This is an optimization exercise on Yosys and OpenROAD, whose aim is small area, not a production implementation.
Function was checked by simulation only, so behaviour that the tests miss may differ from the original.
Power and IR drop assume default switching activity. No driver is modelled on the clock port, so clocking that relies on it looks cheaper here than on a real chip.

==> design/flow/design.v <==
package ra_flit_pkg;
	localparam int DATA_WIDTH = 32;
	localparam int VC_BITS = 1;
	localparam int ID_BITS = 4;
	localparam int EXTRA_BITS = 2;
	localparam int TYPE_BITS = 2;
	localparam int FLIT_WIDTH = (2 * ID_BITS) + EXTRA_BITS + TYPE_BITS + VC_BITS + DATA_WIDTH;
	localparam int VC_COUNT = 1 << VC_BITS;
	typedef enum logic [TYPE_BITS-1:0] {
		BODY = 2'd0,
		TAIL = 2'd1,
		HEAD = 2'd2,
		ALL  = 2'd3
	} flit_type_e;
	typedef struct packed {
		logic [ID_BITS-1:0]    dest_id;
		logic [ID_BITS-1:0]    src_id;
		logic [EXTRA_BITS-1:0] sub_flow;
		flit_type_e            flit_type;
		logic [VC_BITS-1:0]    vc;
		logic [DATA_WIDTH-1:0] data;
	} flit_t;
	typedef logic [VC_COUNT-1:0] vc_mask_t;
endpackage
package ra_ctrl_pkg;
	typedef enum logic [2:0] {
		RD_IDLE,
		RD_CHECK_VC,
		RD_CHECK_AGAIN,
		RD_READ_DELAY,
		RD_READ,
		RD_WAIT_RESP
	} reader_state_e;
	typedef enum logic [1:0] {
		SND_IDLE,
		SND_SEARCH,
		SND_READY,
		SND_READY2
	} send_state_e;
	typedef enum logic {
		DLV_IDLE,
		DLV_TAIL
	} deliver_state_e;
endpackage
`timescale 1ns/1ps
module ra_vc_buffer #(
	parameter int VC_DEPTH_BITS = 4
) (
	input  logic        clock,
	input  logic        reset,
	input  logic [44:0] in_flit,
	input  logic        in_valid,
	input  logic        read_en,
	input  logic        read_vc,
	output logic [42:0] read_word,
	output logic [1:0]  empty,
	output logic [1:0]  full
);
	localparam int DEPTH = 1 << VC_DEPTH_BITS;
	logic acc;
	logic acc_vc;
	logic [42:0] in_word;
	logic [42:0] mem_of [2][DEPTH];
	logic [VC_DEPTH_BITS-1:0] rd_ptr_of [2];
	logic [1:0] take;
	assign in_word = {in_flit[44:37], in_flit[35:33], in_flit[31:0]};
	for (genvar v = 0; v < 2; v++) begin : g_chan
		logic [42:0] mem [DEPTH];
		logic [VC_DEPTH_BITS-1:0] rd_ptr;
		logic [VC_DEPTH_BITS-1:0] nx_ptr;
		logic [VC_DEPTH_BITS:0] count;
		logic [VC_DEPTH_BITS:0] count_nx;
		logic wr_hit;
		logic rd_hit;
		assign wr_hit = acc && (acc_vc == v[0]);
		assign rd_hit = read_en && (read_vc == v[0]);
		assign count_nx = count + {{VC_DEPTH_BITS{1'b0}}, wr_hit} - {{VC_DEPTH_BITS{1'b0}}, rd_hit};
		assign take[v] = in_valid && (in_flit[32] == v[0]) &&
			(count_nx != (VC_DEPTH_BITS + 1)'(DEPTH));
		assign empty[v] = (count == '0);
		assign full[v] = (count == (VC_DEPTH_BITS + 1)'(DEPTH));
		assign rd_ptr_of[v] = rd_ptr;
		for (genvar i = 0; i < DEPTH; i++) begin : g_slot
			assign mem_of[v][i] = mem[i];
		end
		always_ff @(posedge clock) begin
			if (reset) begin
				rd_ptr <= '0;
				nx_ptr <= '0;
				count <= '0;
			end else begin
				if (take[v])
					nx_ptr <= nx_ptr + 1'b1;
				if (rd_hit)
					rd_ptr <= rd_ptr + 1'b1;
				count <= count_nx;
			end
		end
		always_ff @(posedge clock) begin
			if (take[v])
				mem[nx_ptr] <= in_word;
		end
	end
	always_ff @(posedge clock) begin
		if (reset)
			acc <= 1'b0;
		else
			acc <= |take;
	end
	always_ff @(posedge clock)
		acc_vc <= in_flit[32];
	logic [42:0] rd_mux;
	always_comb begin
		rd_mux = '0;
		for (int v = 0; v < 2; v++)
			for (int i = 0; i < DEPTH; i++)
				if ((read_vc == v[0]) && (rd_ptr_of[v] == i[VC_DEPTH_BITS-1:0]))
					rd_mux = rd_mux | mem_of[v][i];
	end
	always_ff @(posedge clock) begin
		if (read_en)
			read_word <= rd_mux;
	end
endmodule
`timescale 1ns/1ps
module ra_msg_stage #(
	parameter int W = 42
) (
	input  logic         clock,
	input  logic         reset,
	input  logic [1:0]   flit_type,
	input  logic [W-1:0] flit_rest,
	input  logic         flit_valid,
	output logic [W:0]   flit0,
	output logic         v0,
	output logic [W-1:0] flit1,
	output logic         v1,
	output logic         ready,
	input  logic         release_pulse
);
	logic load0;
	logic load1;
	logic load_last;
	assign load0 = flit_valid && flit_type[1];
	assign load1 = flit_valid && (flit_type == 2'd1);
	assign load_last = flit_valid && flit_type[0];
	always_ff @(posedge clock) begin
		if (reset) begin
			v0 <= 1'b0;
			v1 <= 1'b0;
			ready <= 1'b0;
		end else begin
			v0 <= load0 ? 1'b1 : (release_pulse ? 1'b0 : v0);
			v1 <= load1 ? 1'b1 : (release_pulse ? 1'b0 : v1);
			ready <= load_last ? 1'b1 : (release_pulse ? 1'b0 : ready);
		end
	end
	always_ff @(posedge clock) begin
		if (load0)
			flit0 <= {flit_rest, flit_type[0]};
		if (load1)
			flit1 <= flit_rest;
	end
endmodule
`timescale 1ns/1ps
module ra_cache_reader (
	input  logic        clock,
	input  logic        reset,
	input  logic [1:0]  empty,
	output logic        read_en,
	output logic        read_vc,
	input  logic [42:0] read_word,
	input  logic        cache_sent,
	output logic [44:0] c_flit_received,
	output logic        cv_rec_flit,
	output logic        c_ready
);
	ra_ctrl_pkg::reader_state_e state;
	logic cur_vc;
	assign read_en = (state == ra_ctrl_pkg::RD_READ_DELAY);
	assign read_vc = cur_vc;
	always_ff @(posedge clock) begin
		if (reset) begin
			state <= ra_ctrl_pkg::RD_IDLE;
			cur_vc <= 1'b0;
			cv_rec_flit <= 1'b0;
			c_ready <= 1'b0;
		end else begin
			case (state)
				ra_ctrl_pkg::RD_IDLE: begin
					cur_vc <= !cur_vc;
					c_ready <= 1'b0;
					state <= ra_ctrl_pkg::RD_CHECK_VC;
				end
				ra_ctrl_pkg::RD_CHECK_VC: begin
					if (!empty[cur_vc])
						state <= ra_ctrl_pkg::RD_READ_DELAY;
					else
						state <= ra_ctrl_pkg::RD_IDLE;
				end
				ra_ctrl_pkg::RD_CHECK_AGAIN: begin
					cv_rec_flit <= 1'b0;
					if (!empty[cur_vc])
						state <= ra_ctrl_pkg::RD_READ_DELAY;
				end
				ra_ctrl_pkg::RD_READ_DELAY: begin
					state <= ra_ctrl_pkg::RD_READ;
				end
				ra_ctrl_pkg::RD_READ: begin
					cv_rec_flit <= 1'b1;
					c_ready <= 1'b1;
					if (read_word[33:32] == 2'd2)
						state <= ra_ctrl_pkg::RD_CHECK_AGAIN;
					else
						state <= ra_ctrl_pkg::RD_WAIT_RESP;
				end
				ra_ctrl_pkg::RD_WAIT_RESP: begin
					cv_rec_flit <= 1'b0;
					if (cache_sent)
						state <= ra_ctrl_pkg::RD_IDLE;
				end
				default: state <= ra_ctrl_pkg::RD_IDLE;
			endcase
		end
	end
	assign c_flit_received = {read_word[42:35], 1'b0, read_word[34:32], cur_vc, read_word[31:0]};
endmodule
`timescale 1ns/1ps
module ra_core_deliver (
	input  logic        clock,
	input  logic        reset,
	input  logic [42:0] in_flit0,
	input  logic        in_v0,
	input  logic [41:0] in_flit1,
	input  logic        in_v1,
	input  logic        in_ready,
	output logic        in_release,
	output logic [44:0] p_flit_received,
	output logic        pv_rec_flit,
	output logic        p_ready
);
	ra_ctrl_pkg::deliver_state_e state;
	logic [41:0] pf_rest;
	logic [1:0] pf_type;
	assign in_release = (state == ra_ctrl_pkg::DLV_IDLE) && in_ready;
	always_ff @(posedge clock) begin
		if (reset) begin
			state <= ra_ctrl_pkg::DLV_IDLE;
			pv_rec_flit <= 1'b0;
			p_ready <= 1'b1;
		end else begin
			case (state)
				ra_ctrl_pkg::DLV_IDLE: begin
					pv_rec_flit <= in_ready && in_v0;
					p_ready <= !(in_ready && in_v1);
					if (in_ready && in_v1)
						state <= ra_ctrl_pkg::DLV_TAIL;
				end
				ra_ctrl_pkg::DLV_TAIL: begin
					pv_rec_flit <= 1'b1;
					p_ready <= 1'b1;
					state <= ra_ctrl_pkg::DLV_IDLE;
				end
				default: state <= ra_ctrl_pkg::DLV_IDLE;
			endcase
		end
	end
	always_ff @(posedge clock) begin
		if (state == ra_ctrl_pkg::DLV_TAIL) begin
			pf_rest <= in_flit1;
			pf_type <= 2'd1;
		end else begin
			pf_rest <= in_flit0[42:1];
			pf_type <= {1'b1, in_flit0[0]};
		end
	end
	assign p_flit_received = {pf_rest[41:34], 1'b1, pf_rest[33], pf_type, pf_rest[32:0]};
endmodule
`timescale 1ns/1ps
module ra_send_arbiter (
	input  logic        clock,
	input  logic        reset,
	input  logic [42:0] c_flit0,
	input  logic [41:0] c_flit1,
	input  logic        c_v1,
	input  logic        c_rdy,
	output logic        c_release,
	input  logic [42:0] p_flit0,
	input  logic [41:0] p_flit1,
	input  logic        p_v1,
	input  logic        p_rdy,
	output logic        p_release,
	input  logic [1:0]  to_core_empty,
	output logic [44:0] from_core_flit,
	output logic        v_from_core,
	output logic        cache_sent
);
	ra_ctrl_pkg::send_state_e state;
	logic free_vc;
	logic send_proc;
	logic cache_go;
	logic proc_go;
	logic [41:0] fo_rest;
	logic [1:0] fo_type;
	assign cache_go = (state == ra_ctrl_pkg::SND_READY) && c_rdy;
	assign proc_go = (state == ra_ctrl_pkg::SND_READY) && !c_rdy && p_rdy;
	assign c_release = (cache_go && !c_v1) ||
		((state == ra_ctrl_pkg::SND_READY2) && !send_proc);
	assign p_release = (proc_go && !p_v1) ||
		((state == ra_ctrl_pkg::SND_READY2) && send_proc);
	assign cache_sent = c_release;
	always_ff @(posedge clock) begin
		if (reset) begin
			state <= ra_ctrl_pkg::SND_IDLE;
			free_vc <= 1'b0;
			send_proc <= 1'b0;
			v_from_core <= 1'b0;
		end else begin
			v_from_core <= 1'b0;
			case (state)
				ra_ctrl_pkg::SND_IDLE: state <= ra_ctrl_pkg::SND_SEARCH;
				ra_ctrl_pkg::SND_SEARCH: begin
					if (|to_core_empty) begin
						free_vc <= to_core_empty[1];
						state <= ra_ctrl_pkg::SND_READY;
					end
				end
				ra_ctrl_pkg::SND_READY: begin
					if (cache_go || proc_go) begin
						v_from_core <= 1'b1;
						send_proc <= proc_go;
						if ((cache_go && c_v1) || (proc_go && p_v1))
							state <= ra_ctrl_pkg::SND_READY2;
						else
							state <= ra_ctrl_pkg::SND_IDLE;
					end
				end
				ra_ctrl_pkg::SND_READY2: begin
					v_from_core <= 1'b1;
					state <= ra_ctrl_pkg::SND_IDLE;
				end
				default: state <= ra_ctrl_pkg::SND_IDLE;
			endcase
		end
	end
	always_ff @(posedge clock) begin
		if (cache_go) begin
			fo_rest <= c_flit0[42:1];
			fo_type <= {1'b1, c_flit0[0]};
		end else if (proc_go) begin
			fo_rest <= p_flit0[42:1];
			fo_type <= {1'b1, p_flit0[0]};
		end else begin
			fo_rest <= send_proc ? p_flit1 : c_flit1;
			fo_type <= 2'd1;
		end
	end
	assign from_core_flit = {fo_rest[41:32], fo_type, free_vc, fo_rest[31:0]};
endmodule
`timescale 1ns/1ps
module ra_packetizer #(
	parameter int VC_DEPTH_BITS = 4
) (
	input  logic        clock,
	input  logic        reset,
	input  logic [44:0] c_flit_to_send,
	input  logic        cv_send_flit,
	output logic [44:0] c_flit_received,
	output logic        cv_rec_flit,
	output logic        c_ready,
	input  logic [44:0] p_flit_to_send,
	input  logic        pv_send_flit,
	output logic [44:0] p_flit_received,
	output logic        pv_rec_flit,
	output logic        p_ready,
	output logic [44:0] from_core_flit,
	output logic        v_from_core,
	output logic [1:0]  from_core_empty,
	output logic [1:0]  from_core_full,
	input  logic [44:0] to_core_flit,
	input  logic        v_to_core,
	input  logic [1:0]  to_core_empty
);
	logic [42:0] cs_flit0, ps_flit0, ks_flit0;
	logic [41:0] cs_flit1, ps_flit1, ks_flit1;
	logic cs_v0, cs_v1, cs_ready, cs_release;
	logic ps_v0, ps_v1, ps_ready, ps_release;
	logic ks_v0, ks_v1, ks_ready, ks_release;
	logic cache_traffic;
	logic core_traffic;
	logic buf_read_en;
	logic buf_read_vc;
	logic [42:0] buf_read_word;
	logic cache_sent;
	assign cache_traffic = v_to_core && !to_core_flit[36];
	assign core_traffic = v_to_core && to_core_flit[36];
	ra_vc_buffer #(
		.VC_DEPTH_BITS(VC_DEPTH_BITS)
	) u_vc_buffer (
		.clock     (clock),
		.reset     (reset),
		.in_flit   (to_core_flit),
		.in_valid  (cache_traffic),
		.read_en   (buf_read_en),
		.read_vc   (buf_read_vc),
		.read_word (buf_read_word),
		.empty     (from_core_empty),
		.full      (from_core_full)
	);
	ra_msg_stage #(.W(42)) u_cache_stage (
		.clock         (clock),
		.reset         (reset),
		.flit_type     (c_flit_to_send[34:33]),
		.flit_rest     ({c_flit_to_send[44:35], c_flit_to_send[31:0]}),
		.flit_valid    (cv_send_flit),
		.flit0         (cs_flit0),
		.v0            (cs_v0),
		.flit1         (cs_flit1),
		.v1            (cs_v1),
		.ready         (cs_ready),
		.release_pulse (cs_release)
	);
	ra_msg_stage #(.W(42)) u_proc_stage (
		.clock         (clock),
		.reset         (reset),
		.flit_type     (p_flit_to_send[34:33]),
		.flit_rest     ({p_flit_to_send[44:35], p_flit_to_send[31:0]}),
		.flit_valid    (pv_send_flit),
		.flit0         (ps_flit0),
		.v0            (ps_v0),
		.flit1         (ps_flit1),
		.v1            (ps_v1),
		.ready         (ps_ready),
		.release_pulse (ps_release)
	);
	ra_msg_stage #(.W(42)) u_core_in_stage (
		.clock         (clock),
		.reset         (reset),
		.flit_type     (to_core_flit[34:33]),
		.flit_rest     ({to_core_flit[44:37], to_core_flit[35], to_core_flit[32:0]}),
		.flit_valid    (core_traffic),
		.flit0         (ks_flit0),
		.v0            (ks_v0),
		.flit1         (ks_flit1),
		.v1            (ks_v1),
		.ready         (ks_ready),
		.release_pulse (ks_release)
	);
	ra_cache_reader u_cache_reader (
		.clock           (clock),
		.reset           (reset),
		.empty           (from_core_empty),
		.read_en         (buf_read_en),
		.read_vc         (buf_read_vc),
		.read_word       (buf_read_word),
		.cache_sent      (cache_sent),
		.c_flit_received (c_flit_received),
		.cv_rec_flit     (cv_rec_flit),
		.c_ready         (c_ready)
	);
	ra_core_deliver u_core_deliver (
		.clock           (clock),
		.reset           (reset),
		.in_flit0        (ks_flit0),
		.in_v0           (ks_v0),
		.in_flit1        (ks_flit1),
		.in_v1           (ks_v1),
		.in_ready        (ks_ready),
		.in_release      (ks_release),
		.p_flit_received (p_flit_received),
		.pv_rec_flit     (pv_rec_flit),
		.p_ready         (p_ready)
	);
	ra_send_arbiter u_send_arbiter (
		.clock          (clock),
		.reset          (reset),
		.c_flit0        (cs_flit0),
		.c_flit1        (cs_flit1),
		.c_v1           (cs_v1),
		.c_rdy          (cs_ready),
		.c_release      (cs_release),
		.p_flit0        (ps_flit0),
		.p_flit1        (ps_flit1),
		.p_v1           (ps_v1),
		.p_rdy          (ps_ready),
		.p_release      (ps_release),
		.to_core_empty  (to_core_empty),
		.from_core_flit (from_core_flit),
		.v_from_core    (v_from_core),
		.cache_sent     (cache_sent)
	);
endmodule
==> design/flow/run.sh <==
#!/bin/bash
# synth_recipe.tcl (not shown) runs the flow's synth.tcl, then flattens the netlist and writes it again
# the make line also repeats each setting of config.mk as NAME=value (left out here)
make -C /OpenROAD-flow-scripts/flow DESIGN_CONFIG=/design/flow/config.mk WORK_HOME=/design/flow/orfs CLKGATE_MAP_FILE= SYNTH_SCRIPT=/design/flow/synth_recipe.tcl finish
==> design/flow/config.mk <==
export PLATFORM = sky130hd
export DESIGN_NAME = ra_packetizer
export DESIGN_NICKNAME = ra_packetizer
export VERILOG_FILES = /design/flow/design.v
export SDC_FILE = /design/flow/constraint.sdc
export NUM_CORES = 4
export LEC_CHECK = 0
export CAP_MARGIN = 20
export CORE_MARGIN = 2
export CORE_UTILIZATION = 40
export PLACE_DENSITY = 0.6
export SLEW_MARGIN = 20
==> design/flow/constraint.sdc <==
create_clock -name core_clock -period 5.0 [get_ports {clock}]
set_input_delay 1.0000 -clock core_clock [delete_from_list [all_inputs] [get_ports {clock}]]
set_output_delay 1.0000 -clock core_clock [all_outputs]
set_load 0.01 [all_outputs]
==> results of run 1 <==
-- flip-flops by register name (all words and copies together) (netlist names), 2 cells and up --
name                       flops
u_cache_stage.flit0           43
u_send_arbiter.fo_rest        42
u_vc_buffer.g_chan.rd_ptr      8
u_send_arbiter.state           2
u_core_in_stage.flit0         43
u_core_deliver.pf_rest        42
u_cache_reader.state           3
u_proc_stage.flit0            43
u_vc_buffer.g_chan.mem      1376
u_core_in_stage.flit1         42
u_vc_buffer.read_word         43
u_cache_stage.flit1           42
u_vc_buffer.g_chan.nx_ptr      8
u_core_deliver.pf_type         2
u_send_arbiter.fo_type         2
u_vc_buffer.g_chan.count      10
u_proc_stage.flit1            42
-- cell usage in the layout (no fill, tap or decap), drive strengths merged, types with 71 or more instances in the layout --
cell type      Yosys  layout
edfxtp          1674    1674
dfxtp            137     137
clkbuf           108     233
clkinv             0      73
a221oi            99      99
a22oi            341     341
buf              107     205
mux2             128     128
clkdlybuf4s50      0     260
a21oi             78      78
nand4             71      71
nand3             94      94
a22o              89      89
-- cell families after synthesis --
group                      after synthesis  synth area share, %
adders and majority gates               30                0.593
DFF                                   1811                 80.5
muxes                                  186                 3.15
buffers and inverters                  248                 1.75
and+or+nand+nor                        501                 4.46
AOI/OAI and AO/OA                      787                 9.37
other                                    2               0.0114
xor gates and xnor gates                15                0.199
-- worst max-delay path: stages, from the launching register on --
cell and delay, ns:
dfxtp_1 0.51, nand3b_1 0.23, inv_2 0.05, and2_1 0.24, ha_1 0.32, inv_1 0.06, ha_1 0.16, inv_1 0.06
fa_1 0.42, nand2b_1 0.16, a21oi_1 0.16, xnor2_1 0.13, a31oi_1 0.54, and2_4 0.75, buf_4 0.33
-- metrics by stage --
step                      worst slack, ns  hold WS (ns)  std cells
after detailed placement            0.585         0.414       6004
after CTS                           0.571         0.428       6346
after global placement              0.580         0.411       6004
final                               0.521         0.427       6352
after global routing                0.267         0.439       6348
after floorplan                    0.0566         0.404       3580
-- cell type report --
| type | count | area, sq um | area share [%] |
|---|---|---|---|
| diodes | 5 | 12.5 | 0.0159 |
| clock buffers | 233 | 4920 | 6.26 |
| clock inverters | 109 | 1230 | 1.57 |
| inverters | 33 | 124 | 0.157 |
| multi-input cells | 1521 | 12100 | 15.3 |
| flip-flops and latches | 1811 | 53000 | 67.4 |
| well taps | 2175 | 2720 | 3.46 |
| repair buffers | 465 | 4540 | 5.78 |
-- worst paths after layout --
path	depth (start not counted)	slack (ns)	end	from
setup / recovery	14	0.52	u_vc_buffer.g_chan[1].mem[3][41]	u_cache_reader.state[2]
hold / removal	1	0.43	u_core_deliver.pf_type[0]	u_core_in_stage.flit0[0]
setup reg to reg	14	0.52	u_vc_buffer.g_chan[1].mem[3][41]	u_cache_reader.state[2]
hold reg to reg	1	0.43	u_core_deliver.pf_type[0]	u_core_in_stage.flit0[0]
-- power by group --
part,switching [uW],internal (uW)
registers,182,17100
logic,1970,1110
clock network,6010,8010
total,8160,26200
-- per-layer routing --
layer	vias to the layer above	part of all wire, %
met3	461	11
met1	20307	39
met2	2715	45
li1	15686	-
met5	-	0.026
met4	8	4.1
==> out/metrics.yaml, run 1 <==
global_routing:
  busiest_layer: "met2"
  antenna_found_initial: 11
  gr-usage-all-layers_pct: 25.5
  use_met1_pct: 35.1
  grt_pass1_wl_mm: 299
  met2_usage_pct: 39.0
  grtUsageMet3_pct: 6.06
  overflow: 0
  grt_pass1_vias: 37375
  grt_max_degree: 57
power:
  powerDensity_nw_per_um2: 437
  finalPower_uw: 34400
  p_leak_uw: 0.0251
  ir_drop_mv: 0.479
sta:
  slew_violations: 0
  finClkSkew_ns: 0.0572
  slew_headroom_pct: 15.6
  tightest_slew_ns: 1.26
  fin_crit_sh_pct: 89.6
  setup_violations: 0
  layout_min_cycle_time_ns: 4.48
  hold_violations: 0
  finalSetupTns_ns: 0
  fmax_mhz: 223
  rsz0062_at_grt: "false"
setup_path:
  critical_path_class: "reg2reg"
  cp.required_ns: 5.49
  cp-start-kind: "flop"
  worstPathArrival_ns: 4.97
  crit_path_max_fanout: 23
  end_kind: "flop"
route:
  drt_iter0_drc: 6181
  drc: 0
  drt-total-wl_mm: 218
  viasPerCell: 6.17
  route.vias.total: 39177
  routedWlPerCell_microns: 34.4
  antenna_left: 0
  first_pass_iters: 6
yosys:
  yosys.area.top_type_share_pct: 76.3
  ys_warn_count: 7
  ys_seq_area_share_pct: 80.5
  ys_async_sr_fraction_pct: 0
  synth_most_common_cell: "edfxtp_1"
  synth_fp_nets: 3752
  synthTopCellsByArea: "edfxtp_1 76%, dfxtp_1 4.2%, a22oi_1 3.9%, mux2_2 2.2%, a221oi_1 1.2%"
  avgSynthCellArea_sq_um: 18.4
  synth_ff_type: "edfxtp_1"
  netlist_area_sq_um: 65900
  synthCells: 3580
  yosysUniqueCellTypes: 66
  synth_edf_count: 1674
  synth_top_area_cell: "edfxtp_1"
  synth_seq_cells: 1811
  yosys-top-cells-count: "1674 x edfxtp_1, 341 x a22oi_1, 137 x dfxtp_1"
floorplanning:
  die_w_microns: 410
  chipHeight_microns: 410
  die_area_sq_um: 168000
  initial_core_util_pct: 40.4
  io_pins: 286
  coreArea_sq_um: 163000
  row_count: 148
clock_tree:
  clock-sinks: 1811
  postCtsSetupBuffers: 0
  cts_resized: 0
  clock_latency_ns: 0.85
  cts.htree.levels: 4
  cts_tree: "done"
  cts_root_buf: "clkbuf_16"
  postCtsHoldBufs: 0
  path_clk_slew_ns: 0.06
  numCtsBuffers: 185
  clockBufferDepth: 3
cells_and_area:
  fillCellCount: 13533
  final_area_sq_um: 78700
  drive_above_1_share_pct: 17.0
  syn2layout_area_growth_pct: 19.4
  layout.nets: 4189
  post-route-util_pct: 48.2
placement:
  placed_area_sq_um: 72500
  dp_hpwl_mm: 125
  numPortBuffers: 281
  place_congestion: 0.828
status:
  status: "complete, no violations"
min_path:
  hp-class: "reg2reg"
flow_run:
  drv_cap: 0
==> run 2, diff against run 1 <==
--- a/design/flow/config.mk
+++ b/design/flow/config.mk
@@ -8,5 +8,7 @@
 export CAP_MARGIN = 20
 export CORE_MARGIN = 2
 export CORE_UTILIZATION = 40
+export CTS_BUF_LIST = sky130_fd_sc_hd__clkbuf_8
+export CTS_CLUSTER_SIZE = 24
 export PLACE_DENSITY = 0.6
 export SLEW_MARGIN = 20
==> out/metrics.yaml, run 2 <==
clock_tree:
  postCtsHoldBufs: 0  # unchanged
  cts_tree: "done"  # unchanged
  numCtsBuffers: 316  # was 185
  clockBufferDepth: 4  # was 3
  postCtsSetupBuffers: 0  # unchanged
  clock_latency_ns: 1.06  # was 0.85 ns
  cts_root_buf: "clkbuf_8"  # was clkbuf_16
  cts_resized: 0  # unchanged
  clock-sinks: 1811  # unchanged
  path_clk_slew_ns: 0.06  # about the same
  cts.htree.levels: 5  # was 4
yosys:
  synth_fp_nets: 3752  # unchanged
  ys_async_sr_fraction_pct: 0  # unchanged
  synthTopCellsByArea: "edfxtp_1 76%, dfxtp_1 4.2%, a22oi_1 3.9%, mux2_2 2.2%, a221oi_1 1.2%"  # unchanged
  synthCells: 3580  # unchanged
  synth_edf_count: 1674  # unchanged
  yosys.area.top_type_share_pct: 76.3  # unchanged
  synth_ff_type: "edfxtp_1"  # unchanged
  avgSynthCellArea_sq_um: 18.4  # unchanged
  netlist_area_sq_um: 65900  # unchanged
  synth_top_area_cell: "edfxtp_1"  # unchanged
  ys_warn_count: 7  # unchanged
  yosys-top-cells-count: "1674 x edfxtp_1, 341 x a22oi_1, 137 x dfxtp_1"  # unchanged
  synth_most_common_cell: "edfxtp_1"  # unchanged
  synth_seq_cells: 1811  # unchanged
  ys_seq_area_share_pct: 80.5  # unchanged
  yosysUniqueCellTypes: 66  # unchanged
setup_path:
  critical_path_class: "reg2reg"  # unchanged
  worst-r2r-cell-count: 14  # unchanged
  worstPathArrival_ns: 5.11  # was 4.97 ns
  crit_slowest_cell: "and2_4"  # unchanged
  timing.rr.start: "u_cache_reader.state[0]"  # was u_cache_reader.state[2]
  crit_chain: "nand3b_1 > inv_2 > and2_1 > ha_1 > inv_1 > ha_1 > inv_1 > fa_1 > nand2b_1 > a21oi_1 > xnor2_1 > a31oi_1 > and2_4 > buf_4"  # unchanged
  cp.required_ns: 5.65  # was 5.49 ns
  r2r_end: "u_vc_buffer.g_chan[1].mem[3][27]"  # was u_vc_buffer.g_chan[1].mem[3][41]
  max_stage_delay_ns: 0.74  # was 0.75 ns
  end_kind: "flop"  # unchanged
  path_delay_family: "simple AND/OR/NAND/NOR gates"  # unchanged
  crit_buf_inv: 4  # unchanged
  cp-start-kind: "flop"  # unchanged
  crit_path_max_fanout: 23  # unchanged
  rrSetupSlack_ns: 0.54  # was 0.52 ns
route:
  first_pass_iters: 6  # unchanged
  drc: 0  # unchanged
  drt-total-wl_mm: 221  # was 218 mm
  drt_iter0_drc: 6108  # was 6181
  route.vias.total: 39954  # was 39.2k
  antenna_left: 0  # unchanged
  viasPerCell: 6.11  # was 6.17
  routedWlPerCell_microns: 33.7  # was 34.4 microns
min_path:
  min_to: "u_core_deliver.pf_rest[30]"  # was u_core_deliver.pf_type[0]
  worstHoldPathCells: 1  # unchanged
  holdCritStartpoint: "u_core_in_stage.flit1[30]"  # was u_core_in_stage.flit0[0]
  hp-class: "reg2reg"  # unchanged
cells_and_area:
  fillCellCount: 13743  # was 13.5k
  final_area_sq_um: 78000  # was 78700 sq um
  seq_area_sq_um: 53000  # unchanged
  drive_above_1_share_pct: 18.3  # was 17.0%
  largest_reg_flops: 1376  # unchanged
  final_common_cell: "edfxtp_1"  # unchanged
  layout.nets: 4319  # was 4189
  top_register: "u_vc_buffer.g_chan.mem"  # unchanged
  mostFrequentLayoutCells: "1674 x edfxtp_1, 341 x a22oi_1, 331 x clkbuf_8"  # was 1674 x edfxtp_1, 341 x a22oi_1, 260 x clkdlybuf4s50_1
  syn2layout_area_growth_pct: 18.5  # was 19.4%
  multi_input_area_sq_um: 12100  # unchanged
sta:
  rsz0062_at_grt: "false"  # unchanged
  finalSetupTns_ns: 0  # unchanged
  hold_violations: 0  # unchanged
  slew_headroom_pct: 14.8  # was 15.6%
  fmax_mhz: 224  # was 223 MHz
  tightest_slew_ns: 1.28  # was 1.26 ns
  layout_min_cycle_time_ns: 4.46  # was 4.48 ns
  fin_crit_sh_pct: 89.2  # was 89.6%
  setup_violations: 0  # unchanged
  holdWs_ns: 0.408  # was 0.427 ns
  finClkSkew_ns: 0.0997  # was 0.0572 ns
  slew_violations: 0  # unchanged
placement:
  place_congestion: 0.828  # unchanged
  dp_hpwl_mm: 125  # unchanged
  placed_area_sq_um: 72500  # unchanged
  numPortBuffers: 281  # unchanged
floorplanning:
  die_area_sq_um: 168000  # unchanged
  die_w_microns: 410  # unchanged
  io_pins: 286  # unchanged
  chipHeight_microns: 410  # unchanged
  row_count: 148  # unchanged
  coreArea_sq_um: 163000  # unchanged
  initial_core_util_pct: 40.4  # unchanged
power:
  p_leak_uw: 0.0253  # was 0.0251 uW
  ir_drop_mv: 0.293  # was 0.479 mV
  powerDensity_nw_per_um2: 419  # was 437 nW/um^2
global_routing:
  antenna_found_initial: 13  # was 11
  grt_pass1_wl_mm: 301  # was 299 mm
  grt_max_degree: 57  # unchanged
  grt_pass1_vias: 38480  # was 37.4k
  gr-usage-all-layers_pct: 25.7  # was 25.5%
  overflow: 0  # unchanged
status:
  status: "complete, no violations"  # unchanged
flow_run:
  drv_cap: 0  # unchanged
## run 2: cell counts after synthesis
Identical to the previous run, type by type.
## run 2: through the flow
stage	util, %	power [uW]	worst slack [ns]	std cells
finish	47.8	32700	0.538	6540
global placement	44.5	20600	0.580	6004
floorplan	-	18900	0.0566	3580
detailed placement	44.5	20600	0.585	6004
CTS	47.9	32900	0.504	6536
global route	47.8	33700	0.243	6539
## run 2: per-layer routing
| metal | up-vias | part of all wire [%] | track usage (%) | wire (microns) |
|---|---|---|---|---|
| met2 | 2891 | 45 | 39.4 | 99700 |
| met4 | 8 | 4.4 | 11.1 | 9600 |
| met3 | 525 | 12 | 6.00 | 26700 |
| met1 | 20586 | 38 | 35.0 | 84700 |
| met5 | - | 0.024 | 0 | 52 |
| li1 | 15944 | - | - | - |
## run 2: power breakdown
part           total [uW]  switching [uW]  internal, uW  leakage (uW)
logic                3080            1970          1110       0.00581
registers           17300             184         17100        0.0163
clock network       12400            5920          6430       0.00324
## run 2: cell type report
cell class | instances | share of cell area, %
Sequential cell | 1811 | 68.0
Antenna cell | 4 | 0.0128
Timing Repair Buffer | 464 | 5.81
Clock buffer | 331 | 5.84
Clock inverter | 201 | 1.28
Tap cell | 2175 | 3.49
Multi-Input combinational cell | 1521 | 15.5
Inverter | 33 | 0.159
## run 2: worst reg2reg max path, stage by stage (launching register included)
cell	delay, ns
dfxtp_1	0.50
nand3b_1	0.21
inv_2	0.09
and2_1	0.28
ha_1	0.28
inv_1	0.06
ha_1	0.16
inv_1	0.06
fa_1	0.42
nand2b_1	0.16
a21oi_1	0.16
xnor2_1	0.13
a31oi_1	0.52
and2_4	0.74
buf_4	0.35
## run 2: worst max path at each step
| stage | from | to | slack [ns] | cells past startpoint |
|---|---|---|---|---|
| floorplan | u_cache_reader.state[1] | u_vc_buffer.g_chan[1].mem[11][0] | 0.06 | 14 |
| global placement | u_cache_reader.state[0] | u_vc_buffer.g_chan[1].mem[3][27] | 0.58 | 14 |
| detailed placement | u_cache_reader.state[0] | u_vc_buffer.g_chan[1].mem[3][33] | 0.59 | 14 |
| CTS | u_cache_reader.state[0] | u_vc_buffer.g_chan[1].mem[3][38] | 0.50 | 14 |
| global route | u_cache_reader.state[0] | u_vc_buffer.g_chan[1].mem[3][27] | 0.24 | 14 |
| finish | u_cache_reader.state[0] | u_vc_buffer.g_chan[1].mem[3][27] | 0.54 | 14 |
## run 2: cells by family (layout without fill, tap and decap cells)
| kind of cell | Yosys count | in the layout | synth area share [%] |
|---|---|---|---|
| flip-flops | 1811 | 1811 | 80.5 |
| other | 2 | 6 | 0.0114 |
| multiplexers | 186 | 186 | 3.15 |
| buffers and inverters | 248 | 1029 | 1.75 |
| AO/OA/AOI/OAI | 787 | 787 | 9.37 |
| XOR/XNOR | 15 | 15 | 0.199 |
| adder cells (fa/ha/maj) | 30 | 30 | 0.593 |
| AND/OR/NAND/NOR | 501 | 501 | 4.46 |
==> run 3, diff against run 2 <==
==> design/flow/flow/run.sh (new file) <==
#!/bin/bash
# Standard ORFS layout with smaller port buffers and a leaner clock tree.
set -euo pipefail
export BUFFER_PORTS_ARGS="-buffer_cell sky130_fd_sc_hd__buf_1"
export CTS_ARGS="-sink_clustering_enable -repair_clock_nets -dont_use_dummy_load -sink_clustering_size 28 -sink_clustering_max_diameter 100"
bash standard.sh finish > orfs_make.log 2>&1
==> design/flow/standard.sh (new file) <==
#!/bin/bash
# synth_recipe.tcl (not shown) runs the flow's synth.tcl, then flattens the netlist and writes it again
# the make line also repeats each setting of config.mk as NAME=value (left out here)
make -C /OpenROAD-flow-scripts/flow DESIGN_CONFIG=/design/flow/config.mk WORK_HOME=/design/flow/orfs CLKGATE_MAP_FILE= SYNTH_SCRIPT=/design/flow/synth_recipe.tcl "${@:-finish}"
--- a/design/flow/config.mk
+++ b/design/flow/config.mk
@@ -8,7 +8,5 @@
 export CAP_MARGIN = 20
 export CORE_MARGIN = 2
 export CORE_UTILIZATION = 40
-export CTS_BUF_LIST = sky130_fd_sc_hd__clkbuf_8
-export CTS_CLUSTER_SIZE = 24
 export PLACE_DENSITY = 0.6
 export SLEW_MARGIN = 20
removed: design/flow/run.sh
==> out/metrics.yaml, run 3 <==
yosys:
  synth_most_common_cell: "edfxtp_1"  # unchanged
  yosysUniqueCellTypes: 66  # unchanged
  synth_edf_count: 1674  # unchanged
  synth_fp_nets: 3752  # unchanged
  yosys-top-cells-count: "1674 x edfxtp_1, 341 x a22oi_1, 137 x dfxtp_1"  # unchanged
  synth_seq_cells: 1811  # unchanged
  synthCells: 3580  # unchanged
  synth_top_area_cell: "edfxtp_1"  # unchanged
  synth_fa_ha_area_share_pct: 0.593  # unchanged
  synth_top_family_by_area: "compound AO/OA/AOI/OAI gates"  # unchanged
  synth_ff_type: "edfxtp_1"  # unchanged
  synth_compound_area_share_pct: 9.37  # unchanged
  yosys.area.top_type_share_pct: 76.3  # unchanged
  synthXorXnorAreaFrac_pct: 0.199  # unchanged
  synthTopCellsByArea: "edfxtp_1 76%, dfxtp_1 4.2%, a22oi_1 3.9%, mux2_2 2.2%, a221oi_1 1.2%"  # unchanged
  netlist_area_sq_um: 65900  # unchanged
  muxShareOfSynthArea_pct: 3.15  # unchanged
  ys_async_sr_fraction_pct: 0  # unchanged
  synthSimpleGateAreaFrac_pct: 4.46  # unchanged
  ys_warn_count: 7  # unchanged
  ys_seq_area_share_pct: 80.5  # unchanged
  avgSynthCellArea_sq_um: 18.4  # unchanged
placement:
  dp_hpwl_mm: 125  # about the same
  place_congestion: 0.829  # was 0.828
  numPortBuffers: 281  # unchanged
clock_tree:
  numCtsBuffers: 80  # was 316
  clock-sinks: 1811  # unchanged
  cts_tree: "done"  # unchanged
  cts.htree.levels: 3  # was 5
  cts_resized: 0  # unchanged
  postCtsHoldBufs: 0  # unchanged
  clockBufferDepth: 3  # was 4
  cts_root_buf: "clkbuf_16"  # was clkbuf_8
  clock_latency_ns: 0.75  # was 1.06 ns
  path_clk_slew_ns: 0.10  # was 0.06 ns
  postCtsSetupBuffers: 0  # unchanged
route:
  drt_iter0_drc: 6046  # was 6108
  routedWlPerCell_microns: 35.2  # was 33.7 microns
  first_pass_iters: 8  # was 6
  viasPerCell: 6.27  # was 6.11
  wl_met3_mm: 23.8  # was 26.7 mm
  routed.top_layer: "met5"  # unchanged
  wl_met2_mm: 98.3  # was 99.7 mm
  drt-met1-wl_mm: 84.5  # was 84.7 mm
  drt-total-wl_mm: 215  # was 221 mm
  route.vias.total: 38283  # was 40.0k
  drc: 0  # unchanged
  antenna_left: 0  # unchanged
setup_path:
  timing.rr.start: "u_cache_reader.state[0]"  # unchanged
  setup.worst_path.start: "u_cache_reader.state[0]"  # unchanged
  cp.required_ns: 5.42  # was 5.65 ns
  crit_path_max_fanout: 20  # was 23
  critical_path_class: "reg2reg"  # unchanged
  cp-start-kind: "flop"  # unchanged
  worstPathArrival_ns: 4.98  # was 5.11 ns
  end_kind: "flop"  # unchanged
power:
  p_leak_uw: 0.0224  # was 0.0253 uW
  finalPower_uw: 27500  # was 32700 uW
  p_switching_uw: 6660  # was 8080 uW
  p_int_uw: 20800  # was 24600 uW
  switching_share_pct: 24.3  # was 24.7%
  power_frac_seq_pct: 62.8  # was 52.8%
  p_clk_share_pct: 26.9  # was 37.8%
  comb_power_share_pct: 10.2  # was 9.4%
  ir_drop_mv: 0.301  # was 0.293 mV
  powerDensity_nw_per_um2: 376  # was 419 nW/um^2
sta:
  hold_violations: 0  # unchanged
  fin_crit_sh_pct: 91.3  # was 89.2%
  finalSetupTns_ns: 0  # unchanged
  rsz0062_at_grt: "false"  # unchanged
  tightest_slew_ns: 1.21  # was 1.28 ns
  slew_headroom_pct: 19.6  # was 14.8%
  setup_violations: 0  # unchanged
  fmax_mhz: 219  # was 224 MHz
  holdWs_ns: 0.408  # about the same
  finClkSkew_ns: 0.104  # was 0.0997 ns
  layout_min_cycle_time_ns: 4.56  # was 4.46 ns
  slew_violations: 0  # unchanged
cells_and_area:
  fillCellCount: 14015  # was 13.7k
  final_common_cell: "edfxtp_1"  # unchanged
  post-route-util_pct: 44.7  # was 47.8%
  largest_reg_flops: 1376  # unchanged
  mostFrequentLayoutCells: "1674 x edfxtp_1, 341 x a22oi_1, 277 x buf_1"  # was 1674 x edfxtp_1, 341 x a22oi_1, 331 x clkbuf_8
  layout.nets: 4101  # was 4319
  top_register: "u_vc_buffer.g_chan.mem"  # unchanged
  syn2layout_area_growth_pct: 10.7  # was 18.5%
  drive_above_1_share_pct: 13.0  # was 18.3%
flow_run:
  drv_cap: 0  # unchanged
floorplanning:
  die_area_sq_um: 168000  # unchanged
  coreArea_sq_um: 163000  # unchanged
  chipHeight_microns: 410  # unchanged
  io_pins: 286  # unchanged
  die_w_microns: 410  # unchanged
  initial_core_util_pct: 40.4  # unchanged
  row_count: 148  # unchanged
global_routing:
  antenna_found_initial: 4  # was 13
  grt_max_degree: 76  # was 57
  grt_pass1_wl_mm: 293  # was 301 mm
  gr-usage-all-layers_pct: 24.9  # was 25.7%
  grt_pass1_vias: 36277  # was 38.5k
  overflow: 0  # unchanged
min_path:
  hp-class: "reg2reg"  # unchanged
  holdCritStartpoint: "u_core_in_stage.flit1[24]"  # was u_core_in_stage.flit1[30]
status:
  status: "complete, no violations"  # unchanged
## run 3: cell count changes in the layout (fill, tap and decap cells not counted), moves of 20 or more
cell,delta
clkbuf_16,+80
buf_1,+277
clkdlybuf4s50_1,-260
clkinv_2,-20
clkbuf_8,-331
buf_2,-21
buf_4,+22
clkinv_1,-57
inv_1,-109
## run 3: logic make-up (layout without fill, tap and decap cells)
group | after synthesis | count (layout)
buffers and inverters | 248 | 595
and+or+nand+nor | 501 | 501
DFF | 1811 | 1811
xor gates and xnor gates | 15 | 15
adders and majority gates | 30 | 30
other | 2 | 5
muxes | 186 | 186
AOI/OAI and AO/OA | 787 | 787
## run 3: stage by stage
step                      std cells  area, sq um  setup WS, ns
final                          6105        72900         0.437
after global placement         6020        70900         0.427
after CTS                      6102        72900         0.432
after detailed placement       6022        70900         0.455
after global routing           6103        72900         0.227
after floorplan                3580        65900        0.0566
## run 3: layer usage
metal  GRT usage [%]  vias to the layer above
met2            38.9                     2520
met1            34.8                    20064
li1                -                    15302
met4            8.53                        2
met3            4.89                      395
met5               0                        -
## run 3: cell type report
type                            count  area [sq um]  area share (%)
Sequential cell                  1811         53000            72.7
Multi-Input combinational cell   1521         12100            16.6
Timing Repair Buffer              482          2980            4.08
Tap cell                         2175          2720            3.73
Clock buffer                       80          2000            2.74
Inverter                           33           124           0.170
Antenna cell                        3          7.51          0.0103
## run 3: path summary, 6_finish.rpt
check / to / slack [ns] / depth (start not counted)
setup / recovery: u_vc_buffer.g_chan[0].mem[7][13] / 0.44 / 13
hold / removal: u_core_deliver.pf_rest[24] / 0.41 / 1
setup reg to reg: u_vc_buffer.g_chan[0].mem[7][13] / 0.44 / 13
hold reg to reg: u_core_deliver.pf_rest[24] / 0.41 / 1
## run 3: critical path, cell delays in order, from the launching register on
cell,delay (ns)
dfxtp_1,0.52
nand3b_1,0.22
nor2_1,0.40
ha_1,0.30
inv_1,0.06
ha_1,0.16
inv_1,0.06
fa_1,0.43
nand2b_1,0.16
a21oi_1,0.16
xnor2_1,0.15
a31oi_1,0.75
and2_4,0.63
buf_12,0.26
## run 3: power groups by stage
| stage | clock network (uW) | logic [uW] | registers [uW] |
|---|---|---|---|
| 2_1_floorplan | 0 | 1310 | 17600 |
| 3_3_place_gp | 0 | 2780 | 17600 |
| 3_5_place_dp | 0 | 2790 | 17600 |
| 4_1_cts | 7500 | 2810 | 17300 |
| 5_1_grt | 7940 | 2960 | 17300 |
| 6_report | 7390 | 2810 | 17300 |
==> run 4, diff against run 3 <==
==> design/flow/flow/run.sh (replaced) <==
#!/bin/bash
# Standard ORFS layout with smaller port buffers and a leaner clock tree.
set -euo pipefail
export BUFFER_PORTS_ARGS="-buffer_cell sky130_fd_sc_hd__buf_1"
export CTS_ARGS="-sink_clustering_enable -repair_clock_nets -dont_use_dummy_load -sink_clustering_size 30 -sink_clustering_max_diameter 80"
bash standard.sh finish > orfs_make.log 2>&1
==> design/flow/config.mk (replaced) <==
export PLATFORM = sky130hd
export DESIGN_NAME = ra_packetizer
export DESIGN_NICKNAME = ra_packetizer
export VERILOG_FILES = /design/flow/design.v
export SDC_FILE = /design/flow/constraint.sdc
export NUM_CORES = 4
export LEC_CHECK = 0
export CAP_MARGIN = 0
export CORE_MARGIN = 2
export CORE_UTILIZATION = 65
export PLACE_DENSITY = 0.75
export SLEW_MARGIN = 0
==> out/metrics.yaml, run 4 <==
placement:
  placed_area_sq_um: 69700  # was 70900 sq um
  dp_hpwl_mm: 111  # was 125 mm
  pre_cts_slack_ns: 0.830  # was 0.455 ns
  numPortBuffers: 281  # unchanged
  place_congestion: 0.869  # was 0.829
  dp_cells: 5181  # was 6022
route:
  routedWlPerCell_microns: 36.7  # was 35.2 microns
  drc: 0  # unchanged
  antenna_left: 0  # unchanged
  drt-total-wl_mm: 193  # was 215 mm
  viasPerCell: 7.31  # was 6.27
  drt_iter0_drc: 7205  # was 6046
  first_pass_iters: 6  # was 8
  route.vias.total: 38478  # was 38.3k
cells_and_area:
  final_common_cell: "edfxtp_1"  # unchanged
  final_area_sq_um: 71500  # was 72900 sq um
  drive_above_1_share_pct: 12.3  # was 13.0%
  mostFrequentLayoutCells: "1674 x edfxtp_1, 341 x a22oi_1, 278 x buf_1"  # was 1674 x edfxtp_1, 341 x a22oi_1, 277 x buf_1
  top_register: "u_vc_buffer.g_chan.mem"  # unchanged
  fin_cells: 5263  # was 6105
  syn2layout_area_growth_pct: 8.60  # was 10.7%
  largest_reg_flops: 1376  # unchanged
  layout.nets: 4069  # was 4101
yosys:
  netlist_area_sq_um: 65900  # unchanged
  synthSimpleGateAreaFrac_pct: 4.46  # unchanged
  ys_seq_area_share_pct: 80.5  # unchanged
  synth_seq_cells: 1811  # unchanged
  synth_fp_nets: 3752  # unchanged
  synthCells: 3580  # unchanged
  synth_ff_type: "edfxtp_1"  # unchanged
  synth_compound_area_share_pct: 9.37  # unchanged
  ys_async_sr_fraction_pct: 0  # unchanged
  synth_top_area_cell: "edfxtp_1"  # unchanged
  synth_edf_count: 1674  # unchanged
  yosys.area.top_type_share_pct: 76.3  # unchanged
  avgSynthCellArea_sq_um: 18.4  # unchanged
  yosys-top-cells-count: "1674 x edfxtp_1, 341 x a22oi_1, 137 x dfxtp_1"  # unchanged
  synthXorXnorAreaFrac_pct: 0.199  # unchanged
  synthTopCellsByArea: "edfxtp_1 76%, dfxtp_1 4.2%, a22oi_1 3.9%, mux2_2 2.2%, a221oi_1 1.2%"  # unchanged
  muxShareOfSynthArea_pct: 3.15  # unchanged
  synth_most_common_cell: "edfxtp_1"  # unchanged
  yosysUniqueCellTypes: 66  # unchanged
  synth_top_family_by_area: "compound AO/OA/AOI/OAI gates"  # unchanged
  synth_fa_ha_area_share_pct: 0.593  # unchanged
  ys_warn_count: 7  # unchanged
power:
  ir_drop_mv: 0.308  # was 0.301 mV
  p_leak_uw: 0.0222  # was 0.0224 uW
  switching_share_pct: 23.5  # was 24.3%
  powerDensity_nw_per_um2: 374  # was 376 nW/um^2
  p_clk_share_pct: 25.5  # was 26.9%
  comb_power_share_pct: 10.2  # about the same
  p_int_uw: 20500  # was 20800 uW
  p_switching_uw: 6300  # was 6660 uW
  power_frac_seq_pct: 64.3  # was 62.8%
setup_path:
  cp.required_ns: 5.38  # was 5.42 ns
  worstPathArrival_ns: 4.68  # was 4.98 ns
  critical_path_class: "reg2reg"  # unchanged
  end_kind: "flop"  # unchanged
  crit_path_max_fanout: 15  # was 20
  cp-start-kind: "flop"  # unchanged
sta:
  setup_violations: 0  # unchanged
  slew_headroom_pct: 3.09  # was 19.6%
  setup_ws_ns: 0.702  # was 0.437 ns
  layout_min_cycle_time_ns: 4.30  # was 4.56 ns
  finClkSkew_ns: 0.0959  # was 0.104 ns
  finalSetupTns_ns: 0  # unchanged
  rsz0062_at_grt: "false"  # unchanged
  fmax_mhz: 233  # was 219 MHz
  fin_crit_sh_pct: 86.0  # was 91.3%
  hold_violations: 0  # unchanged
  holdWs_ns: 0.435  # was 0.408 ns
  tightest_slew_ns: 1.45  # was 1.21 ns
  slew_violations: 0  # unchanged
global_routing:
  use_met1_pct: 51.4  # was 34.8%
  grt_max_degree: 56  # was 76
  grt_pass1_vias: 36102  # was 36.3k
  busiest_layer: "met2"  # unchanged
  antenna_found_initial: 8  # was 4
  met2_usage_pct: 56.9  # was 38.9%
  grt_pass1_wl_mm: 267  # was 293 mm
  grtUsageMet3_pct: 8.36  # was 4.89%
  gr-usage-all-layers_pct: 37.1  # was 24.9%
  overflow: 0  # unchanged
clock_tree:
  cts.htree.levels: 3  # unchanged
  cts_resized: 0  # unchanged
  clock_latency_ns: 0.72  # was 0.75 ns
  postCtsHoldBufs: 0  # unchanged
  clock-sinks: 1811  # unchanged
  numCtsBuffers: 71  # was 80
  cts_tree: "done"  # unchanged
  path_clk_slew_ns: 0.11  # was 0.10 ns
  postCtsSetupBuffers: 0  # unchanged
  clockBufferDepth: 3  # unchanged
  cts_root_buf: "clkbuf_16"  # unchanged
floorplanning:
  chipHeight_microns: 322  # was 410 microns
  die_area_sq_um: 104000  # was 168000 sq um
  die_w_microns: 322  # was 410 microns
  initial_core_util_pct: 65.7  # was 40.4%
  coreArea_sq_um: 100000  # was 163000 sq um
  io_pins: 286  # unchanged
  row_count: 116  # was 148
status:
  status: "complete, no violations"  # unchanged
flow_run:
  drv_cap: 0  # unchanged
min_path:
  hp-class: "reg2reg"  # unchanged
-- run 4: power by group through the flow --
stage / registers [uW] / logic, uW / clock network (uW)
2_1_floorplan: 17600 / 1310 / 0
3_3_place_gp: 17600 / 2600 / 0
3_5_place_dp: 17600 / 2640 / 0
4_1_cts: 17200 / 2660 / 6800
5_1_grt: 17300 / 2850 / 7260
6_report: 17200 / 2740 / 6820
-- run 4: layout make-up --
cell class,count,area [sq um]
flip-flops and latches,1811,53000
fillers,6173,28700
multi-input cells,1521,12000
repair buffers,459,2860
clock buffers,71,1780
well taps,1357,1700
inverters,33,124
diodes,11,27.5
-- run 4: worst paths after layout --
kind                            start                          endpoint  slack, ns  cells past startpoint
min reg2reg  u_core_in_stage.flit0[0]         u_core_deliver.pf_type[0]       0.44                      1
min          u_core_in_stage.flit0[0]         u_core_deliver.pf_type[0]       0.44                      1
max reg2reg   u_cache_reader.state[0]  u_vc_buffer.g_chan[0].mem[1][39]       0.70                     14
max           u_cache_reader.state[0]  u_vc_buffer.g_chan[0].mem[1][39]       0.70                     14
-- run 4: cell families (layout without fill, tap and decap cells) --
logic type | after synthesis | after routing
other | 2 | 13
buffers and inverters | 248 | 563
adder cells (fa/ha/maj) | 30 | 30
XOR/XNOR | 15 | 15
flip-flops | 1811 | 1811
AND/OR/NAND/NOR | 501 | 501
multiplexers | 186 | 186
AO/OA/AOI/OAI | 787 | 787
-- run 4: worst max-delay path: stages (launching register included) --
cell	delay, ns
dfxtp_1	0.53
nand3b_1	0.20
nor2_1	0.21
ha_1	0.27
inv_1	0.06
ha_1	0.16
inv_1	0.06
fa_1	0.41
nand2b_1	0.16
a21oi_1	0.16
xnor2_1	0.13
a311oi_1	0.32
buf_4	0.26
and3_2	0.78
buf_4	0.29
-- run 4: metal layers --
| metal | up-vias | routed length [microns] |
|---|---|---|
| li1 | 15265 | - |
| met1 | 19219 | 66500 |
| met2 | 3392 | 88600 |
| met3 | 600 | 27700 |
| met4 | 2 | 10400 |
| met5 | - | 9 |
-- run 4: through the flow --
stage / utilization (%) / power, uW
floorplan: - / 18900
finish: 71.3 / 26800
CTS: 71.3 / 26700
detailed placement: 69.5 / 20200
global placement: 69.5 / 20100
global route: 71.3 / 27400
==> run 5, diff against run 4 <==
--- a/design/flow/config.mk
+++ b/design/flow/config.mk
@@ -7,6 +7,6 @@
 export LEC_CHECK = 0
 export CAP_MARGIN = 0
 export CORE_MARGIN = 2
-export CORE_UTILIZATION = 65
-export PLACE_DENSITY = 0.75
+export CORE_UTILIZATION = 75
+export PLACE_DENSITY = 0.85
 export SLEW_MARGIN = 0
==> out/metrics.yaml, run 5 <==
setup_path:
  end_kind: "flop"  # unchanged
  worst-r2r-cell-count: 14  # unchanged
  crit_path_max_fanout: 15  # unchanged
  timing.rr.start: "u_cache_reader.state[0]"  # unchanged
  rrSetupSlack_ns: 0.34  # was 0.70 ns
  r2r_end: "u_vc_buffer.g_chan[1].mem[11][6]"  # was u_vc_buffer.g_chan[0].mem[1][39]
  cp-start-kind: "flop"  # unchanged
  critical_path_class: "reg2reg"  # unchanged
  cp.required_ns: 5.37  # was 5.38 ns
  worstPathArrival_ns: 5.02  # was 4.68 ns
global_routing:
  grt_pass1_vias: 39583  # was 36.1k
  antenna_found_initial: 10  # was 8
  overflow: 0  # unchanged
  grt_max_degree: 63  # was 56
  grt_pass1_wl_mm: 279  # was 267 mm
  gr-usage-all-layers_pct: 44.6  # was 37.1%
floorplanning:
  row_count: 108  # was 116
  chipHeight_microns: 300  # was 322 microns
  die_area_sq_um: 90200  # was 104000 sq um
  die_w_microns: 300  # was 322 microns
  initial_core_util_pct: 75.8  # was 65.7%
  io_pins: 286  # unchanged
  coreArea_sq_um: 86900  # was 100000 sq um
cells_and_area:
  mostFrequentLayoutCells: "1674 x edfxtp_1, 341 x a22oi_1, 277 x buf_1"  # was 1674 x edfxtp_1, 341 x a22oi_1, 278 x buf_1
  drive_above_1_share_pct: 12.0  # was 12.3%
  largest_reg_flops: 1376  # unchanged
  syn2layout_area_growth_pct: 7.91  # was 8.60%
  top_register: "u_vc_buffer.g_chan.mem"  # unchanged
  fillCellCount: 4011  # was 6173
  layout.nets: 4059  # was 4069
  final_common_cell: "edfxtp_1"  # unchanged
min_path:
  holdCritStartpoint: "u_cache_stage.flit0[22]"  # was u_core_in_stage.flit0[0]
  min_to: "u_send_arbiter.fo_rest[21]"  # was u_core_deliver.pf_type[0]
  hp-class: "reg2reg"  # unchanged
  worstHoldPathCells: 1  # unchanged
power:
  switching_share_pct: 23.6  # was 23.5%
  comb_power_share_pct: 10.5  # was 10.2%
  p_switching_uw: 6340  # was 6300 uW
  finalPower_uw: 26800  # about the same
  powerDensity_nw_per_um2: 377  # was 374 nW/um^2
  ir_drop_mv: 0.350  # was 0.308 mV
  p_leak_uw: 0.0221  # was 0.0222 uW
  power_frac_seq_pct: 64.3  # about the same
  p_clk_share_pct: 25.2  # was 25.5%
  p_int_uw: 20500  # about the same
clock_tree:
  clockBufferDepth: 3  # unchanged
  cts_root_buf: "clkbuf_16"  # unchanged
  cts_tree: "done"  # unchanged
  postCtsSetupBuffers: 0  # unchanged
  cts_resized: 0  # unchanged
  clock_latency_ns: 0.67  # was 0.72 ns
  path_clk_slew_ns: 0.11  # about the same
  clock-sinks: 1811  # unchanged
  numCtsBuffers: 71  # unchanged
  cts.htree.levels: 3  # unchanged
  postCtsHoldBufs: 0  # unchanged
yosys:
  avgSynthCellArea_sq_um: 18.4  # unchanged
  ys_warn_count: 7  # unchanged
  synthTopCellsByArea: "edfxtp_1 76%, dfxtp_1 4.2%, a22oi_1 3.9%, mux2_2 2.2%, a221oi_1 1.2%"  # unchanged
  synth_seq_cells: 1811  # unchanged
  synthCells: 3580  # unchanged
  yosysUniqueCellTypes: 66  # unchanged
  synth_fp_nets: 3752  # unchanged
  ys_async_sr_fraction_pct: 0  # unchanged
  synth_most_common_cell: "edfxtp_1"  # unchanged
  synth_ff_type: "edfxtp_1"  # unchanged
  yosys-top-cells-count: "1674 x edfxtp_1, 341 x a22oi_1, 137 x dfxtp_1"  # unchanged
  ys_seq_area_share_pct: 80.5  # unchanged
  synth_edf_count: 1674  # unchanged
  synth_top_area_cell: "edfxtp_1"  # unchanged
  netlist_area_sq_um: 65900  # unchanged
  yosys.area.top_type_share_pct: 76.3  # unchanged
sta:
  fin_crit_sh_pct: 93.1  # was 86.0%
  hold_violations: 0  # unchanged
  rsz0062_at_grt: "false"  # unchanged
  fmax_mhz: 215  # was 233 MHz
  setup_violations: 0  # unchanged
  finalSetupTns_ns: 0  # unchanged
  slew_violations: 0  # unchanged
  setup_ws_ns: 0.344  # was 0.702 ns
  tightest_slew_ns: 1.39  # was 1.45 ns
  finClkSkew_ns: 0.0567  # was 0.0959 ns
  holdWs_ns: 0.454  # was 0.435 ns
  slew_headroom_pct: 7.29  # was 3.09%
  layout_min_cycle_time_ns: 4.66  # was 4.30 ns
route:
  first_pass_iters: 10  # was 6
  routedWlPerCell_microns: 40.0  # was 36.7 microns
  antenna_left: 0  # unchanged
  drt_iter0_drc: 9349  # was 7205
  viasPerCell: 8.08  # was 7.31
  drt-total-wl_mm: 202  # was 193 mm
  route.vias.total: 40773  # was 38.5k
  drc: 0  # unchanged
placement:
  numPortBuffers: 281  # unchanged
  place_congestion: 0.899  # was 0.869
  dp_hpwl_mm: 113  # was 111 mm
  pre_cts_slack_ns: 0.594  # was 0.830 ns
status:
  status: "complete, no violations"  # unchanged
flow_run:
  drv_cap: 0  # unchanged
## run 5: cell counts after synthesis
No cell type changed its count.
## run 5: worst max-delay path, stage by stage, from the launching register on
cell,delay (ns)
dfxtp_1,0.55
nand3b_1,0.19
inv_2,0.08
and2_1,0.27
ha_1,0.28
inv_1,0.06
ha_1,0.18
inv_1,0.07
fa_1,0.42
nand2b_1,0.16
a21oi_1,0.16
xnor2_1,0.15
a31oi_1,0.57
and2_2,0.92
buf_12,0.28
## run 5: area by class of cell
type / instances / area [sq um] / share of cell area (%)
Multi-Input combinational cell: 1521 / 12000 / 16.9
Sequential cell: 1811 / 53000 / 74.6
Inverter: 33 / 124 / 0.174
Antenna cell: 9 / 22.5 / 0.0317
Timing Repair Buffer: 449 / 2680 / 3.78
Clock buffer: 71 / 1780 / 2.50
Tap cell: 1155 / 1450 / 2.03
## run 5: logic make-up (layout without fill, tap and decap cells)
| kind of cell | count (synthesis) | count (layout) | share of synthesized area, % |
|---|---|---|---|
| simple gates | 501 | 501 | 4.46 |
| other cells | 2 | 11 | 0.0114 |
| xor+xnor | 15 | 15 | 0.199 |
| buf+inv | 248 | 553 | 1.75 |
| fa+ha+maj | 30 | 30 | 0.593 |
| mux | 186 | 186 | 3.15 |
| compound gates | 787 | 787 | 9.37 |
| flops | 1811 | 1811 | 80.5 |
## run 5: worst max-delay path by stage
stage | cells after the start | slack (ns) | endpoint | startpoint
final | 14 | 0.34 | u_vc_buffer.g_chan[1].mem[11][6] | u_cache_reader.state[0]
after global routing | 14 | 0.23 | u_vc_buffer.g_chan[1].mem[11][32] | u_cache_reader.state[0]
after CTS | 14 | 0.54 | u_vc_buffer.g_chan[1].mem[11][17] | u_cache_reader.state[0]
after detailed placement | 14 | 0.59 | u_vc_buffer.g_chan[1].mem[11][37] | u_cache_reader.state[0]
after global placement | 14 | 0.71 | u_vc_buffer.g_chan[1].mem[11][21] | u_cache_reader.state[2]
after floorplan | 14 | 0.06 | u_vc_buffer.g_chan[1].mem[11][0] | u_cache_reader.state[1]
## run 5: per-stage QoR
step	area [sq um]	cells	util (%)
5_1_grt	71100	5041	81.8
6_report	71100	5049	81.8
4_1_cts	71100	5040	81.8
3_5_place_dp	69300	4969	79.7
3_3_place_gp	69300	4969	79.7
2_1_floorplan	65900	3580	-
## run 5: power by group through the flow
stage	Combinational (uW)	Clock [uW]	Sequential, uW
after floorplan	1310	0	17600
after global routing	2870	7110	17300
after detailed placement	2640	0	17600
final	2820	6760	17200
after CTS	2670	6660	17200
after global placement	2520	0	17500
## run 5: per-layer routing
metal | track usage, % | share of wire (%) | wire length [microns]
met1 | 57.6 | 30 | 60100
met2 | 64.7 | 43 | 87500
met3 | 17.6 | 19 | 38100
met4 | 27.0 | 8.0 | 16200
met5 | 1.22 | 0.093 | 188

==> port drivers added, routing unchanged <==
The results above use ideal ports. As a check the final layouts listed here were re-extracted and re-timed, cells and wires unchanged.
Step 1: set_driving_cell puts a clkbuf_16 on clock and a buf_2 on each other input, an assumption about the parent block.
Step 2 moves the port delays by t, midway between the first and last clock arrival at a register: inputs arrive t later, outputs are due t later. That takes back most of the time a late clock gives input paths.
Slacks: no drivers / after step 1 / after step 2; pairs: no drivers / after step 1.
run | shift t [ns] | setup slack, ns | worst setup path after step 2 | slew at the worst register clock pin (ns)
run 1 | 0.914 | 0.521 / 0.521 / 0.521 | register to register | 0.07 / 0.07
run 2 | 1.081 | 0.538 / 0.538 / 0.538 | register to register | 0.07 / 0.07
run 3 | 0.788 | 0.437 / 0.437 / 0.437 | register to register | 0.12 / 0.12
run 4 | 0.723 | 0.702 / 0.702 / 0.702 | register to register | 0.12 / 0.12
run 5 | 0.723 | 0.344 / 0.344 / 0.344 | register to register | 0.12 / 0.12
After both steps every run listed still meets setup and hold.
